From an optimization exercise on the open Yosys and OpenROAD flow, aimed at small area; shortcuts taken in it are not production practice.
Function was checked by simulation only, so behaviour that the tests miss may differ from the original.
Power and IR drop assume default switching activity.

==> flow/design.v (excerpt) <==
module stats_top (
    input  logic                 clk,
    input  logic                 rst_pkt,
    input  logic                 rst,
    input  logic [2:0]           in_mark_i,            
    input  logic [2:0]           out_mark_i,           
    input  logic                 out_ready_i,
    input  logic                 rb_update_valid_i,
    input  logic                 disable_pcie_i,
    output logic                 pcie_rb_update_valid_o,
    input  logic [27:0]          pdumeta_cpu_data_i,   
    input  logic                 pdumeta_cpu_valid_i,
    input  logic                 pdumeta_cpu_ready_i,
    input  logic [63:0]          fill_level_i,         
    input  logic [63:0]          status_req_i,         
    output logic [32:0]          status_resp_o,        
    output logic [32-1:0]   ctrl_o
);
    localparam int W  = 32;
    localparam int FW = 16;
    localparam int NC = 4;
    assign pcie_rb_update_valid_o = rb_update_valid_i & ~disable_pcie_i;
    logic         req_rd, req_wr, hit;
    logic [7:0]   ofs;
    logic [W-1:0] wd;
    assign req_rd = status_req_i[63];
    assign req_wr = status_req_i[62];
    assign hit    = (status_req_i[61:58] == 4'(0));
    assign ofs    = status_req_i[39:32];
    assign wd     = status_req_i[31:0];
    logic [4:0] ev;
    assign ev[0] = in_mark_i[2] & in_mark_i[0];
    assign ev[1] = out_mark_i[2] & out_mark_i[0] & out_ready_i;
    assign ev[2] = rb_update_valid_i;
    assign ev[3] = pdumeta_cpu_valid_i & pdumeta_cpu_ready_i & (pdumeta_cpu_data_i[27:24] == 4'd0);
    assign ev[4] = pdumeta_cpu_valid_i & pdumeta_cpu_ready_i & (pdumeta_cpu_data_i[27:24] == 4'd1);
    logic         rd1, wr1, is5_1;
    logic [4:0]   ld1;
    logic [W-1:0] wdata1;
    logic [4:0]   ev1;
    logic         rp1;
    always_ff @(posedge clk) begin
        rd1    <= ~rst & req_rd & hit;
        wr1    <= ~rst & req_wr & hit;
        is5_1  <= (ofs == 8'd5);
        for (int i = 0; i < 5; i++) begin
            ld1[i] <= (ofs == 8'(i));
        end
        wdata1 <= wd;
        ev1    <= ev;
        rp1    <= rst_pkt;
    end
    logic [W-1:0] ctrl_q;
    logic         ctrl_zero_q;
    logic [W-1:0] ctrl_q_nxt;
    logic         ctrl_zero_nxt;
    logic [4:0]   ld2;
    assign ctrl_q_nxt    = wr1 ? wdata1 : ctrl_q;
  ...
For scale: about 1600 cells after synthesis, ~240 I/O pins.
clock: 5.0 ns
lec_check: 0
cap_margin: 20
core_margin: 2
core_utilization: 60
slew_margin: 20
standard.sh (not shown) runs the stock make flow with config.mk's settings and CLKGATE_MAP_FILE= SYNTH_SCRIPT=/design/flow/synth_recipe.tcl, a recipe that flattens the netlist after the stock synthesis.
==> flow/flow/run.sh <==
#!/bin/bash
set -euo pipefail
bash standard.sh \
  "BUFFER_PORTS_ARGS=-buffer_cell sky130_fd_sc_hd__buf_1" \
  "CTS_ARGS=-sink_clustering_enable -repair_clock_nets -dont_use_dummy_load -buf_list sky130_fd_sc_hd__clkbuf_8 -root_buf sky130_fd_sc_hd__clkbuf_8 -sink_clustering_size 20 -sink_clustering_max_diameter 50" \
  finish > standard.log 2>&1
The first run passed the timing, design-rule and antenna checks.
Edit:
==> flow/flow/run.sh (replaced) <==
#!/bin/bash
# The standard layout, with the port buffers made from the smallest buffer
# and no dummy loads in the clock tree. The make output goes to standard.log.
set -euo pipefail
bash standard.sh \
  "BUFFER_PORTS_ARGS=-buffer_cell sky130_fd_sc_hd__buf_1" \
  "CTS_ARGS=-sink_clustering_enable -repair_clock_nets -dont_use_dummy_load" \
  finish > standard.log 2>&1
After rerunning: Worst hold slack improves by 0.024 ns; non-clock buffer count is unchanged; synthesized cell count does not change.
Edit:
==> flow/flow/run.sh (replaced) <==
#!/bin/bash
set -euo pipefail
bash standard.sh \
  "BUFFER_PORTS_ARGS=-buffer_cell sky130_fd_sc_hd__buf_1" \
  "CTS_ARGS=-sink_clustering_enable -repair_clock_nets -dont_use_dummy_load -buf_list sky130_fd_sc_hd__clkbuf_16 -root_buf sky130_fd_sc_hd__clkbuf_16 -sink_clustering_size 30 -sink_clustering_max_diameter 80" \
  finish > standard.log 2>&1
Global-route usage went down by 0.50 points.
Final area went down by 3.0%.
Wire length went down by 1.2%.
Register-to-register slack barely changes.
Setup slack improves by 0.0090 ns.
Area after synthesis does not change.
Count of clock-buffer cells in the layout went down by 25.
Via count went down by 1.1%.
Final cell count went down by 1.1%.

---

The RTL this note starts from:
==> flow/design.v <==
package pkt_meta_pkg;
    typedef struct packed {
        logic valid;
        logic sop;
        logic eop;
    } pkt_mark_t;
    typedef enum logic [3:0] {
        ACTION_NOMATCH = 4'd0,
        ACTION_MATCH   = 4'd1,
        ACTION_DROP    = 4'd2,
        ACTION_FORWARD = 4'd3
    } pdu_action_e;
    typedef struct packed {
        pdu_action_e action;
        logic [23:0] tag;
    } pdu_meta_t;
    typedef logic [4*16-1:0] fill_vec_t;
endpackage
package stats_reg_pkg;
    typedef enum logic [8-1:0] {
        REG_IN_PKT          = 8'd0,
        REG_OUT_PKT         = 8'd1,
        REG_DMA_PKT         = 8'd2,
        REG_CPU_NOMATCH_PKT = 8'd3,
        REG_CPU_MATCH_PKT   = 8'd4,
        REG_CTRL            = 8'd5,
        REG_MAX_DM2SM       = 8'd6,
        REG_MAX_SM2PG       = 8'd7,
        REG_MAX_PG2NF       = 8'd8,
        REG_MAX_NF2PDU      = 8'd9
    } stat_reg_e;
    typedef struct packed {
        logic [4-1:0]                          sel;
        logic [30-4-8-1:0] rsvd;
        logic [8-1:0]                          ofs;
    } status_addr_t;
    typedef struct packed {
        logic               read;
        logic               write;
        status_addr_t       addr;
        logic [32-1:0] writedata;
    } status_req_t;
    typedef struct packed {
        logic               valid;
        logic [32-1:0] readdata;
    } status_resp_t;
    typedef struct packed {
        logic [32-1:0] in_pkt;
        logic [32-1:0] out_pkt;
        logic [32-1:0] dma_pkt;
        logic [32-1:0] cpu_nomatch_pkt;
        logic [32-1:0] cpu_match_pkt;
    } evt_count_t;
    typedef logic [4*32-1:0] peak_vec_t;
    typedef struct packed {
        evt_count_t evt;
        peak_vec_t  peak;
    } stat_snapshot_t;
endpackage
`timescale 1ns/10ps
module stats_top (
    input  logic                 clk,
    input  logic                 rst_pkt,
    input  logic                 rst,
    input  logic [2:0]           in_mark_i,            
    input  logic [2:0]           out_mark_i,           
    input  logic                 out_ready_i,
    input  logic                 rb_update_valid_i,
    input  logic                 disable_pcie_i,
    output logic                 pcie_rb_update_valid_o,
    input  logic [27:0]          pdumeta_cpu_data_i,   
    input  logic                 pdumeta_cpu_valid_i,
    input  logic                 pdumeta_cpu_ready_i,
    input  logic [63:0]          fill_level_i,         
    input  logic [63:0]          status_req_i,         
    output logic [32:0]          status_resp_o,        
    output logic [32-1:0]   ctrl_o
);
    localparam int W  = 32;
    localparam int FW = 16;
    localparam int NC = 4;
    assign pcie_rb_update_valid_o = rb_update_valid_i & ~disable_pcie_i;
    logic         req_rd, req_wr, hit;
    logic [7:0]   ofs;
    logic [W-1:0] wd;
    assign req_rd = status_req_i[63];
    assign req_wr = status_req_i[62];
    assign hit    = (status_req_i[61:58] == 4'(0));
    assign ofs    = status_req_i[39:32];
    assign wd     = status_req_i[31:0];
    logic [4:0] ev;
    assign ev[0] = in_mark_i[2] & in_mark_i[0];
    assign ev[1] = out_mark_i[2] & out_mark_i[0] & out_ready_i;
    assign ev[2] = rb_update_valid_i;
    assign ev[3] = pdumeta_cpu_valid_i & pdumeta_cpu_ready_i & (pdumeta_cpu_data_i[27:24] == 4'd0);
    assign ev[4] = pdumeta_cpu_valid_i & pdumeta_cpu_ready_i & (pdumeta_cpu_data_i[27:24] == 4'd1);
    logic         rd1, wr1, is5_1;
    logic [2:0]   ofs1;
    logic [W-1:0] wdata1;
    logic [4:0]   ev1;
    logic         rp1;
    always_ff @(posedge clk) begin
        rd1    <= ~rst & req_rd & hit;
        wr1    <= ~rst & req_wr & hit;
        ofs1   <= (ofs < 8'd8) ? ofs[2:0] : 3'd7;
        wdata1 <= wd;
        ev1    <= ev;
        rp1    <= rst_pkt;
    end
    logic [W-1:0] ctrl_q;
    logic         ctrl_zero_q;
    logic [W-1:0] ctrl_q_nxt;
    logic         ctrl_zero_nxt;
    logic [4:0]   ld2;
    assign is5_1 = (ofs1 == 3'd5);
    assign ctrl_q_nxt    = wr1 ? wdata1 : ctrl_q;
    assign ctrl_zero_nxt = rst | (wr1 ? ~is5_1 : ctrl_zero_q);
    always_ff @(posedge clk) begin
        ctrl_q      <= ctrl_q_nxt;
        ctrl_zero_q <= ctrl_zero_nxt;
        for (int i = 0; i < 5; i++) begin
            ld2[i] <= wr1 & (ofs1 == 3'(i));
        end
    end
    assign ctrl_o = ctrl_zero_q ? '0 : ctrl_q;
    logic [W-1:0] cnt [5];
    logic [W-1:0] load_word;
    assign load_word = rp1 ? '0 : ctrl_q;
    localparam int SEG = 16;
    logic [W:0]   cy  [5];
    logic [W-1:0] inc [5];
    always_comb begin
        for (int i = 0; i < 5; i++) begin
            cy[i][0] = ev1[i];
            for (int b = 0; b < W; b++) begin
                inc[i][b] = cnt[i][b] ^ cy[i][b];
                if ((b + 1) % SEG == 0) begin
                    cy[i][b+1] = cy[i][b+1-SEG] & (&cnt[i][b -: SEG]);
                end else begin
                    cy[i][b+1] = cnt[i][b] & cy[i][b];
                end
            end
        end
    end
    always_ff @(posedge clk) begin
        for (int i = 0; i < 5; i++) begin
            cnt[i] <= (rp1 | ld2[i]) ? load_word : inc[i];
        end
    end
    logic [FW-1:0] peak [NC];
    logic [FW-1:0] peak_d [NC];
    logic          peak_vld, peak_vld_d;
    assign peak_vld = ~rp1;
    logic [FW:0] gt [NC];
    always_comb begin
        for (int c = 0; c < NC; c++) begin
            gt[c][0] = 1'b0;
            for (int b = 0; b < FW; b++) begin
                gt[c][b+1] = (fill_level_i[c*FW+b] & ~peak[c][b])
                           | (gt[c][b] & (fill_level_i[c*FW+b] | ~peak[c][b]));
            end
        end
    end
    always_ff @(posedge clk) begin
        peak_vld_d <= peak_vld;
        for (int c = 0; c < NC; c++) begin
            if (~peak_vld || gt[c][FW]) begin
                peak[c] <= fill_level_i[c*FW +: FW];
            end
            peak_d[c] <= peak[c];
        end
    end
    logic [W-1:0] rd_word;
    logic [4:0]    sel_cnt;
    logic [NC-1:0] sel_peak;
    logic          sel_ctrl, sel_bad;
    always_comb begin
        for (int i = 0; i < 5; i++) sel_cnt[i] = (ofs == 8'(i));
        for (int c = 0; c < NC; c++) sel_peak[c] = peak_vld_d & (ofs == 8'(6 + c));
        sel_ctrl = ~ctrl_zero_nxt & (ofs == 8'd5);
        sel_bad  = (ofs > 8'd9);
        rd_word = sel_bad ? 32'hDEADBEEF : '0;
        if (sel_ctrl) rd_word = rd_word | ctrl_q_nxt;
        for (int i = 0; i < 5; i++) begin
            if (sel_cnt[i]) rd_word = rd_word | cnt[i];
        end
        for (int c = 0; c < NC; c++) begin
            if (sel_peak[c]) rd_word = rd_word | {{(W-FW){1'b0}}, peak_d[c]};
        end
    end
    logic [W-1:0] rword1;
    logic [W-1:0] resp_data_q;
    logic         resp_valid_q;
    always_ff @(posedge clk) begin
        rword1       <= rd_word;
        resp_data_q  <= rword1;
        resp_valid_q <= ~rst & rd1;
    end
    assign status_resp_o = {resp_valid_q, resp_data_q};
endmodule
Settings: LEC_CHECK=0, CAP_MARGIN=20, CORE_MARGIN=2, CORE_UTILIZATION=60, SLEW_MARGIN=20; clock period 5.0 ns.
==> flow/flow/run.sh <==
#!/bin/bash
# The standard layout (standard.sh) with three changes:
#  - synthesis maps the combinational logic with an area-oriented ABC script
#    (flow/synth.tcl, flow/area.abc); registers are mapped as in the standard
#    synthesis, before ABC runs;
#  - the port buffers are the smallest buffer, sky130_fd_sc_hd__buf_1;
#  - the clock tree uses larger sink clusters and no dummy loads.
# make's output goes to standard.log; each ORFS step logs under orfs/logs/.
set -euo pipefail
W=$PWD
export MY_ABC_SCRIPT=$W/flow/area.abc
bash standard.sh \
  "SYNTH_SCRIPT=$W/flow/synth.tcl" \
  "BUFFER_PORTS_ARGS=-buffer_cell sky130_fd_sc_hd__buf_1" \
  "CTS_ARGS=-sink_clustering_enable -repair_clock_nets -dont_use_dummy_load -buf_list sky130_fd_sc_hd__clkbuf_16 -root_buf sky130_fd_sc_hd__clkbuf_16 -sink_clustering_size 35 -sink_clustering_max_diameter 55" \
  finish > standard.log 2>&1
==> flow/flow/area.abc <==
&get -n
&st
&syn2
&dch
&nf -a
&put
==> flow/flow/synth.tcl <==
# The standard synthesis script, with one change: the final ABC mapping
# of the combinational logic runs the area-oriented script named in
# MY_ABC_SCRIPT instead of ORFS's speed script. Registers are mapped before
# ABC runs, so they keep the standard synthesis's names and cells.
proc synth {args} { yosys synth -nofsm -noshare {*}$args }
proc abc {args} {
  set i [lsearch -exact $args -script]
  if { $i >= 0 && [info exists ::env(MY_ABC_SCRIPT)] } {
    lset args [expr {$i + 1}] $::env(MY_ABC_SCRIPT)
  }
  yosys abc {*}$args
}
source $::env(SCRIPTS_DIR)/synth.tcl
# left out here: clear keep_hierarchy, flatten, clean up, hide names made inside functions, write 1_2_yosys.v
Edit:
--- a/flow/flow/run.sh
+++ b/flow/flow/run.sh
@@ -15 +15 @@
-  "CTS_ARGS=-sink_clustering_enable -repair_clock_nets -dont_use_dummy_load -buf_list sky130_fd_sc_hd__clkbuf_16 -root_buf sky130_fd_sc_hd__clkbuf_16 -sink_clustering_size 35 -sink_clustering_max_diameter 55" \
+  "CTS_ARGS=-sink_clustering_enable -repair_clock_nets -dont_use_dummy_load -buf_list sky130_fd_sc_hd__clkbuf_16 -root_buf sky130_fd_sc_hd__clkbuf_16 -sink_clustering_size 35 -sink_clustering_max_diameter 60" \
- CORE_UTILIZATION: 60 -> 72
What happened:
- The changed run finished with timing, DRC and antenna clean
- non-clock buffer count grows by 1
- total power is lower by a few percent
- core utilization goes up by 13 points
- first-iteration DRC count rises slightly
- register-to-register slack degrades by 0.04 ns
- cell count decreases by a few percent
- final area decreases slightly
- global-route usage came out higher by 5.6 points
- critical path depth does not change
Edit:
--- a/flow/flow/run.sh
+++ b/flow/flow/run.sh
@@ -15 +15 @@
-  "CTS_ARGS=-sink_clustering_enable -repair_clock_nets -dont_use_dummy_load -buf_list sky130_fd_sc_hd__clkbuf_16 -root_buf sky130_fd_sc_hd__clkbuf_16 -sink_clustering_size 35 -sink_clustering_max_diameter 60" \
+  "CTS_ARGS=-sink_clustering_enable -repair_clock_nets -dont_use_dummy_load -buf_list sky130_fd_sc_hd__clkbuf_8 -root_buf sky130_fd_sc_hd__clkbuf_16 -sink_clustering_size 18 -sink_clustering_max_diameter 40" \
- CORE_UTILIZATION: 72 -> 60
After rerunning: The changed run went through all stages and came out clean. Utilization went down by 14 points. Via count fell by about 3.7%. Routed wire length came out lower by about 2.2%. Hold slack degrades by 0.031 ns.
Edit:
--- a/flow/flow/run.sh
+++ b/flow/flow/run.sh
@@ -15 +15 @@
-  "CTS_ARGS=-sink_clustering_enable -repair_clock_nets -dont_use_dummy_load -buf_list sky130_fd_sc_hd__clkbuf_8 -root_buf sky130_fd_sc_hd__clkbuf_16 -sink_clustering_size 18 -sink_clustering_max_diameter 40" \
+  "CTS_ARGS=-sink_clustering_enable -repair_clock_nets -dont_use_dummy_load -buf_list sky130_fd_sc_hd__clkbuf_16 -root_buf sky130_fd_sc_hd__clkbuf_16 -sink_clustering_size 26 -sink_clustering_max_diameter 100" \
- CORE_UTILIZATION: 60 -> 72
Effect:
- The changed run completed with no timing, DRC or antenna violations
- power is lower by 3.8%
- cell area is lower by 1.1%
- wire length rises by 1.3%
- count of clock-buffer cells in the layout goes down by 26
- via count rises by 3.4%
- clock power fell by 14%
- first-iteration DRC count grows by 24%
- non-clock buffer count came out higher by 1
- maximum frequency stays flat
- global-route usage rises by 5.2 points
Edit:
--- a/flow/flow/run.sh
+++ b/flow/flow/run.sh
@@ -15 +15 @@
-  "CTS_ARGS=-sink_clustering_enable -repair_clock_nets -dont_use_dummy_load -buf_list sky130_fd_sc_hd__clkbuf_16 -root_buf sky130_fd_sc_hd__clkbuf_16 -sink_clustering_size 26 -sink_clustering_max_diameter 100" \
+  "CTS_ARGS=-sink_clustering_enable -repair_clock_nets -dont_use_dummy_load -buf_list sky130_fd_sc_hd__clkbuf_16 -root_buf sky130_fd_sc_hd__clkbuf_16 -sink_clustering_size 24 -sink_clustering_max_diameter 80" \
- CAP_MARGIN: 20 -> 0
- GPL_TIMING_DRIVEN: not set -> 0
- SLEW_MARGIN: 20 -> 0
Register-to-register slack is worse by 0.09 ns.
Total power increases by 1.3%.
Via count hardly moves.
Critical path depth does not change.
Edit:
--- a/flow/flow/run.sh
+++ b/flow/flow/run.sh
@@ -15 +15 @@
-  "CTS_ARGS=-sink_clustering_enable -repair_clock_nets -dont_use_dummy_load -buf_list sky130_fd_sc_hd__clkbuf_16 -root_buf sky130_fd_sc_hd__clkbuf_16 -sink_clustering_size 24 -sink_clustering_max_diameter 80" \
+  "CTS_ARGS=-sink_clustering_enable -repair_clock_nets -dont_use_dummy_load -buf_list sky130_fd_sc_hd__clkbuf_16 -root_buf sky130_fd_sc_hd__clkbuf_16 -sink_clustering_size 45 -sink_clustering_max_diameter 60" \
- CAP_MARGIN: 0 -> 20
- CORE_UTILIZATION: 72 -> 60
- GPL_TIMING_DRIVEN: 0 -> not set
- SLEW_MARGIN: 0 -> 20
=> The changed run finished clean; power came out higher by 7.4%; synthesized area does not change; register-to-register slack gets better by 0.03 ns; worst setup slack improves by 0.032 ns; flip-flop and latch count is unchanged.

[separate check: timing with driven ports]
The flow's constraints put no driver on any port. The routed layouts listed below were extracted and timed again, unchanged, in two steps.
Step 1 sets driving cells, clkbuf_16 on the clock port and buf_2 on the other inputs (assumed; they add their load-dependent delay and slew).
Step 2, shift: input delay + t, output delay - t, t = (earliest + latest rising clock arrival at the registers) / 2. This alone moves slack from input paths to output paths.
Three values: ideal ports, drivers, drivers and shift; two values: the first two.
| run | shift t [ns] | setup slack, ns | worst setup path after step 2 |
|---|---|---|---|
| the first run of note 1 | 0.591 | 1.619 / 1.619 / 1.249 | input to register |
| the second run of note 1 | 0.581 | 1.584 / 1.584 / 1.279 | input to register |
| the third run of note 1 | 0.586 | 1.593 / 1.593 / 1.336 | input to register |
| the first run of note 2 | 0.554 | 0.898 / 0.898 / 0.898 | register to register |
| the second run of note 2 | 0.595 | 0.858 / 0.858 / 0.858 | register to register |
| the third run of note 2 | 0.552 | 0.885 / 0.885 / 0.885 | register to register |
| the fourth run of note 2 | 0.565 | 0.894 / 0.894 / 0.894 | register to register |
| the fifth run of note 2 | 0.562 | 0.804 / 0.804 / 0.804 | register to register |
| the sixth run of note 2 | 0.553 | 0.836 / 0.836 / 0.836 | register to register |
After both steps every run listed still meets setup and hold. For the first run of note 1, which loses most, drivers alone change the setup slack by 0.000 ns; drivers and shift together by -0.370 ns.
